Source: an optimization exercise on an open RTL-to-GDS flow (aim: small area and a short achievable clock period). Production flows keep margins and buffers that such runs may drop.
Function was not checked in any run shown here: the RTL went through the layout flow alone.
Power is estimated from default activity; no workload was simulated.

## flow/design.v (module list and top-level ports; edited modules follow where they fit)
// module pipe_mul: 4476 lines
// module pm_fa: 10 lines
// module pm_ha: 9 lines
module pipe_mul #(
    parameter int XLEN   = 32,
    parameter int STAGES = 4,
    parameter int TAG_W  = 4
) (
    input  logic                clk_i,
    input  logic                rst_i,
    input  logic                req_i,
    input  logic                flush_i,
    input  logic [1:0]          op_i,
    input  logic [XLEN-1:0]     a_i,
    input  logic [XLEN-1:0]     b_i,
    input  logic [TAG_W-1:0]    tag_i,
    output logic                ready_o,
    output logic [XLEN-1:0]     result_o,
    output logic [2*XLEN-1:0]   product_o,
    output logic [TAG_W-1:0]    tag_o,
    output logic                busy_o
);
  // ...
==> flow/flow/run.sh <==
#!/bin/bash
# Standard layout with plain buf_2 port buffers.
export BUFFER_PORTS_ARGS="-buffer_cell sky130_fd_sc_hd__buf_2"
bash standard.sh > standard.log 2>&1
==> flow/standard.sh <==
#!/bin/bash
# synth_recipe.tcl (not shown) runs the flow's synth.tcl, then flattens the netlist and writes it again
# the make line also repeats each setting of config.mk as NAME=value (left out here)
make -C /OpenROAD-flow-scripts/flow DESIGN_CONFIG=/design/flow/config.mk WORK_HOME=/design/flow/orfs CLKGATE_MAP_FILE= SYNTH_SCRIPT=/design/flow/synth_recipe.tcl "${@:-finish}"
==> flow/config.mk <==
export PLATFORM = sky130hd
export DESIGN_NAME = pipe_mul
export DESIGN_NICKNAME = pipe_mul
export VERILOG_FILES = /design/flow/design.v
export SDC_FILE = /design/flow/constraint.sdc
export NUM_CORES = 4
export LEC_CHECK = 0
export ABC_AREA = 1
export CAP_MARGIN = 20
export CORE_MARGIN = 2
export CORE_UTILIZATION = 60
export CTS_BUF_LIST = sky130_fd_sc_hd__clkbuf_8 sky130_fd_sc_hd__clkbuf_16
export CTS_CLUSTER_DIAMETER = 45
export CTS_CLUSTER_SIZE = 20
export SETUP_SLACK_MARGIN = 5
export SLEW_MARGIN = 20
export SYNTH_HIERARCHICAL = 1
==> flow/constraint.sdc <==
create_clock -name core_clock -period 8.5 [get_ports {clk_i}]
set_input_delay 1.7000 -clock core_clock [delete_from_list [all_inputs] [get_ports {clk_i}]]
set_output_delay 1.7000 -clock core_clock [all_outputs]
set_load 0.01 [all_outputs]
==> run summary, run 1 <==
* **outcome** finished clean
* **grt met2 use** 53.3%
* **routed wl met3** 11,800 um
* **Seq. cell area** 9360 um^2
* **average instance area after synthesis** 10.6 um^2
* **Pre-antenna DRT Iters** 5
* **synthesis-to-finish area growth** 10.4%
* **worst hold path class** reg2reg
* **biggest fanout along the worst timing path** 34
* **worst path setup slack after routing** 5.02 ns
* **share of the final layout cell area in multi-input gates** 60.7%
* **Leak** 16.2 nW
* **clock-cell share of area** 5.99%
* **switching part of the total power** 45.4%
* **Worst Hold Depth** 0
* **die area** 58,000 um^2
* **number of clock buffers in the layout** 61
* **largest stage delay on the critical path** 0.54 ns
* **Fin Setup TNS** 0 ns
* **IO buf count** 175
* **Top pwr grp** combinational cells
* **Design Power** 16.0 mW
* **total sequential power** 3.47 mW
* **capture instance of the worst register-to-register path** r3_w1280
* **clock skew** 0.0248 ns
* **highest attainable clock frequency** 287 MHz
* **setup slack after placement** 4.88 ns
* **most used cells in the layout excluding fill and tap cells** xor2_1, o22ai_1, fa_1
* **Clock power frac** 16.9%
* **Reg-to-Reg Start** r2_r1_b_i_27
* **number of buffers and inverters on the critical path** 1
* **data-path buffer share of cell area in the final layout** 3.53%
* **most frequently used cell type in the post-synthesis netlist** xor2_1
* **post-synth design cell area** 33,700 um^2
* **area-dominant cell class after layout** multi-input combinational cells
* **initial drt markers** 2,485
* **filler instances** 4,393
* **share of the synthesized area in the top cell type** 29.7%
* **arithmetic-cell share of the synthesized area counting full adders, half adders and majority gates** 35.0%
* **main area contributors after synthesis** fa_1, dfxtp_1, xor2_1
* **global-route wire length before repair** 154,000 um
* **setup repair after global routing missed its margin** true
==> inputs of run 2 (changes only) <==
--- a/flow/config.mk
+++ b/flow/config.mk
@@ -9,5 +9,5 @@
 export CAP_MARGIN = 20
 export CORE_MARGIN = 2
-export CORE_UTILIZATION = 60
+export CORE_UTILIZATION = 40
 export CTS_BUF_LIST = sky130_fd_sc_hd__clkbuf_8 sky130_fd_sc_hd__clkbuf_16
 export CTS_CLUSTER_DIAMETER = 45
==> run 2 against run 1 <==
- critical endpoint is now r3_w1306
- sequential power is essentially flat
- maximum frequency up 1.2%
- synthesized cell count is the same
- wire length is 1.0% lower
- largest cell class unchanged
- clock power rose by 6%
- first-iteration DRC count down 13%
- power shrank 4.4%
- sequential cell count did not move
- register-to-register slack better by 0.04 ns
==> run summary, run 2 <==
* **placer congestion estimate** 0.826, was 0.897
* **register with the highest flop count** product_o, unchanged
* **Yosys warning count** 8, unchanged
* **final hold vios** 0, unchanged
* **total global routing track utilization** 23.0%, was 35.2%
* **maximum vdd drop** 0.239 mV, was 0.381 mV
* **row count** 106, was 86
* **setup repair after global routing missed its margin** true, unchanged
* **core outline area** 83,600 um^2, was 55,300 um^2
* **Longest Clk Path Bufs** 3, unchanged
* **detail-routed via count per cell** 5.58, was 6.32
* **I/O pin cnt** 176, unchanged
* **outcome** finished clean, unchanged
* **switching part of the total power** 43.4%, was 45.4%
* **Pins Over Slew Limit** 0, unchanged
* **leading cell type in the layout, fill and taps excluded** xor2_1, unchanged
* **share of the synthesized area in the top cell type** 29.7%, unchanged
* **type of the worst setup path** reg2reg, unchanged
* **Leak** 16.3 nW, was 16.2 nW
* **Worst EP required** 8.99 ns, was 9.03 ns
* **Top delay family on crit path** adder cells, unchanged
* **DPL Wire Length** 65,400 um, was 66,600 um
* **fraction of the core area covered by cells at the end of the flow** 45.2%, was 67.2%
* **global route overflow** 0, unchanged
* **dominant register cell in the synthesized netlist** dfxtp_1, unchanged
* **arrival time of the worst setup path** 3.93 ns, was 4.01 ns
* **global-route wire length before repair** 152,000 um, was 154,000 um
* **TritonCTS clock tree** yes, unchanged
* **cell count after synthesis** 3,187, unchanged
* **async set or reset register ratio after synthesis** 0%, unchanged
* **final routed wirelength across all metal layers** 101,000 um, was 102,000 um
* **die area** 86,500 um^2, was 58,000 um^2
* **synthesis-to-finish area growth** 12.1%, was 10.4%
* **Critical Path, Cell by Cell** buf_6 > fa_1 > fa_1 > fa_1 > fa_1 > fa_1, was buf_4 > fa_1 > fa_1 > fa_1 > fa_1 > fa_1 > ha_1
* **most used cells in the layout excluding fill and tap cells** xor2_1, o22ai_1, fa_1, unchanged
* **clock transition at the registers of the reported paths** 0.07 ns, about the same
* **number of endpoints failing setup at the final stage** 0, unchanged
* **vertical die dimension** 294 um, was 241 um
* **biggest fanout along the worst timing path** 34, unchanged
* **final clock period utilization by the worst path** 40.4%, was 40.9%
* **Pre-antenna DRT Iters** 5, unchanged
* **pin count of the biggest net entering global routing** 40, was 44
* **hold slack** 0.318 ns, was 0.322 ns
* **number of buffers and inverters on the critical path** 1, unchanged
* **net switching component of the power** 6.64 mW, was 7.27 mW
* **launching element type of the critical path** register, unchanged
* **post-synth design cell area** 33,700 um^2, unchanged
* **TritonCTS buffer count** 68, was 61
* **slowest library cell on the worst path** fa_1, was buf_4
* **max FFs per register** 64, unchanged
* **most frequently used cell type in the post-synthesis netlist** xor2_1, unchanged
* **number of flops mapped to enable cells by yosys** 0, unchanged
* **total power divided by cell area** 405 nW/um^2, was 430 nW/um^2
* **largest stage delay on the critical path** 0.60 ns, was 0.54 ns
* **Clock power frac** 18.8%, was 16.9%
* **worst setup slack for register-to-register paths** 5.06 ns, was 5.02 ns
* **Final ANT Viol Nets** 0, unchanged
* **part of the total power dissipated in combinational logic** 58.3%, was 61.4%
* **initial core utilization** 40.3%, was 60.9%
* **Fin Setup TNS** 0 ns, unchanged
* **clock insertion delay at the later pin of the skew report** 0.63 ns, was 0.65 ns
* **unique cell type count in the Yosys netlist** 40, unchanged
* **worst reg-to-reg path cell count** 6, was 7
* **Worst Hold Depth** 0, unchanged
* **fraction of final layout cells with drive strength greater than 1** 14.9%, was 14.7%
* **cell count along the critical path** 6, was 7
* **via count of the first global-routing pass** 24,600, was 26,100
* **worst hold path class** reg2reg, unchanged
* **clock net sink count** 463, unchanged
* **# hold bufs at CTS** 0, unchanged
* **registers with the highest flip-flop counts** product_o: 64 flops, r_tag: 12 flops, tag_o: 4 flops, unchanged
* **total DRC errors in the routed layout** 0, unchanged
* **main area contributors after synthesis** fa_1, dfxtp_1, xor2_1, unchanged
* **cell-internal power** 8.66 mW, was 8.74 mW
* **register bit count reported by yosys** 463, unchanged
* **worst slew slack as a fraction of its limit** 27.5%, was 33.9%
* **shortest period the worst path allows** 3.44 ns, was 3.48 ns
* **crit-path most repeated cell** fa_1, unchanged
* **Root Driver** clkbuf_16, unchanged
* **H-tree lvl count** 3, was 2
* **Flop pwr share** 22.9%, was 21.7%
* **initial drt markers** 2,156, was 2,485
* **clock skew** 0.0317 ns, was 0.0248 ns
* **highest attainable clock frequency** 291 MHz, was 287 MHz
* **number of antenna violations at the first check in global routing** 3, unchanged
* **die extent in x** 294 um, was 241 um
* **IO buf count** 175, unchanged
* **max-cap viol count** 0, unchanged
* **transition at the pin with the smallest max-transition slack** 1.09 ns, was 0.990 ns
* **top post-synthesis cells by count** xor2_1, o22ai_1, fa_1, dfxtp_1, clkbuf_1, unchanged
* **average instance area after synthesis** 10.6 um^2, unchanged
* **number of nets in the layout** 3,879, was 3,878
* **final routed wire length divided by cell count** 23.4 um, was 25.6 um
* **cell taking the most area after synthesis** fa_1, unchanged
* **detailed-route via count** 24,000, was 25,000
* **portion of the post-synthesis area used by sequential elements** 27.5%, unchanged
* **CP endpoint kind** register, unchanged
* **Net Count, Synth** 3,903, unchanged
==> run 2: metrics by stage <==
stage / power [mW] / std cells / cell area (um^2) / setup slack, ns
floorplan: 9.15 / 3187 / 33700 / 5.29
global placement: 11.9 / 4167 / 35100 / 4.65
detailed placement: 12.0 / 4167 / 35100 / 4.59
CTS: 15.0 / 4293 / 37500 / 5.02
global route: 16.7 / 4298 / 37800 / 4.94
finish: 15.3 / 4300 / 37800 / 5.06
==> run 2: modules after synthesis (local to each module, per instance) <==
module,flops+latches,cells
pm_ha,0,1
pm_fa,0,1
pipe_mul,463,2639
==> run 2: area by class of cell <==
type                            count  area, um^2
Fill cell                        7740       45800
Antenna cell                        2        5.00
Inverter                          210         788
Timing Repair Buffer              220        1240
Clock buffer                       71        1740
Clock inverter                     54         664
Tap cell                         1080        1350
Sequential cell                   463        9390
Multi-Input combinational cell   2200       22600
==> run 2: logic make-up after synthesis <==
| logic type | count (synthesis) | synth area share [%] |
|---|---|---|
| DFF | 463 | 27.5 |
| and+or+nand+nor | 313 | 4.21 |
| AOI/OAI and AO/OA | 683 | 12.7 |
| muxes | 1 | 0.0334 |
| adders and majority gates | 642 | 35.0 |
| buffers and inverters | 524 | 5.94 |
| xor gates and xnor gates | 561 | 14.6 |
==> run 2: metal layers <==
metal  wire length (um)  GRT usage [%]  share of wire, %  up-vias
li1                   -              -                 -    10600
met1              43200           31.5                43    11900
met2              44800           35.4                45     1341
met3               9930           5.79               9.9      191
met4               2690           8.16               2.7        2
met5                 11              0             0.011        -
==> run 2: power groups by stage <==
stage | combinational (mW) | sequential, mW | clock (mW)
floorplan | 5.90 | 3.25 | 0
global placement | 8.34 | 3.53 | 0
CTS | 8.56 | 3.50 | 2.94
global route | 10.1 | 3.56 | 3.03
detailed placement | 8.49 | 3.55 | 0
finish | 8.93 | 3.50 | 2.87
==> run 2: path summary, 6_finish.rpt <==
check	start	endpoint
hold reg to reg	r1_w533	r2_r1_w533
setup / recovery	r2_r1_b_i_29	r3_w1306
hold / removal	r1_w533	r2_r1_w533
setup reg to reg	r2_r1_b_i_29	r3_w1306
==> run 2: timing repair <==
item	CTS	global route
setup endpoints to repair	39	62
resized for setup	7	60
pin swaps	0	17
setup buffers	1	5
endpoints found under the hold margin	0	0

## static timing again, ports no longer ideal
In the flow no input, the clock included, has a driving cell. The finished layouts below were timed again as built, in two steps. Step 1: set_driving_cell puts a clkbuf_16 on clk_i and a buf_2 on each other input, an assumption about the parent block. Step 2 times the ports against the registers' clock, not the clock port: input delays grow and output delays shrink by t, the midpoint of the rising clock arrivals with the driver on. Slacks: ideal ports / drivers / drivers and shift; pairs: ideal ports / drivers.
run | t, ns | slack for setup (ns) | worst setup path after step 2 | worst slew at a driven data input, ns
run 1 | 0.704 | 5.022 / 5.022 / 4.878 | input to register | 0.04
run 2 | 0.689 | 5.062 / 5.051 / 4.597 | input to register | 0.06
After both steps every run listed still meets setup and hold. The setup slack of run 2, which loses most, moves by -0.011 ns with the drivers and by -0.465 ns with both steps.
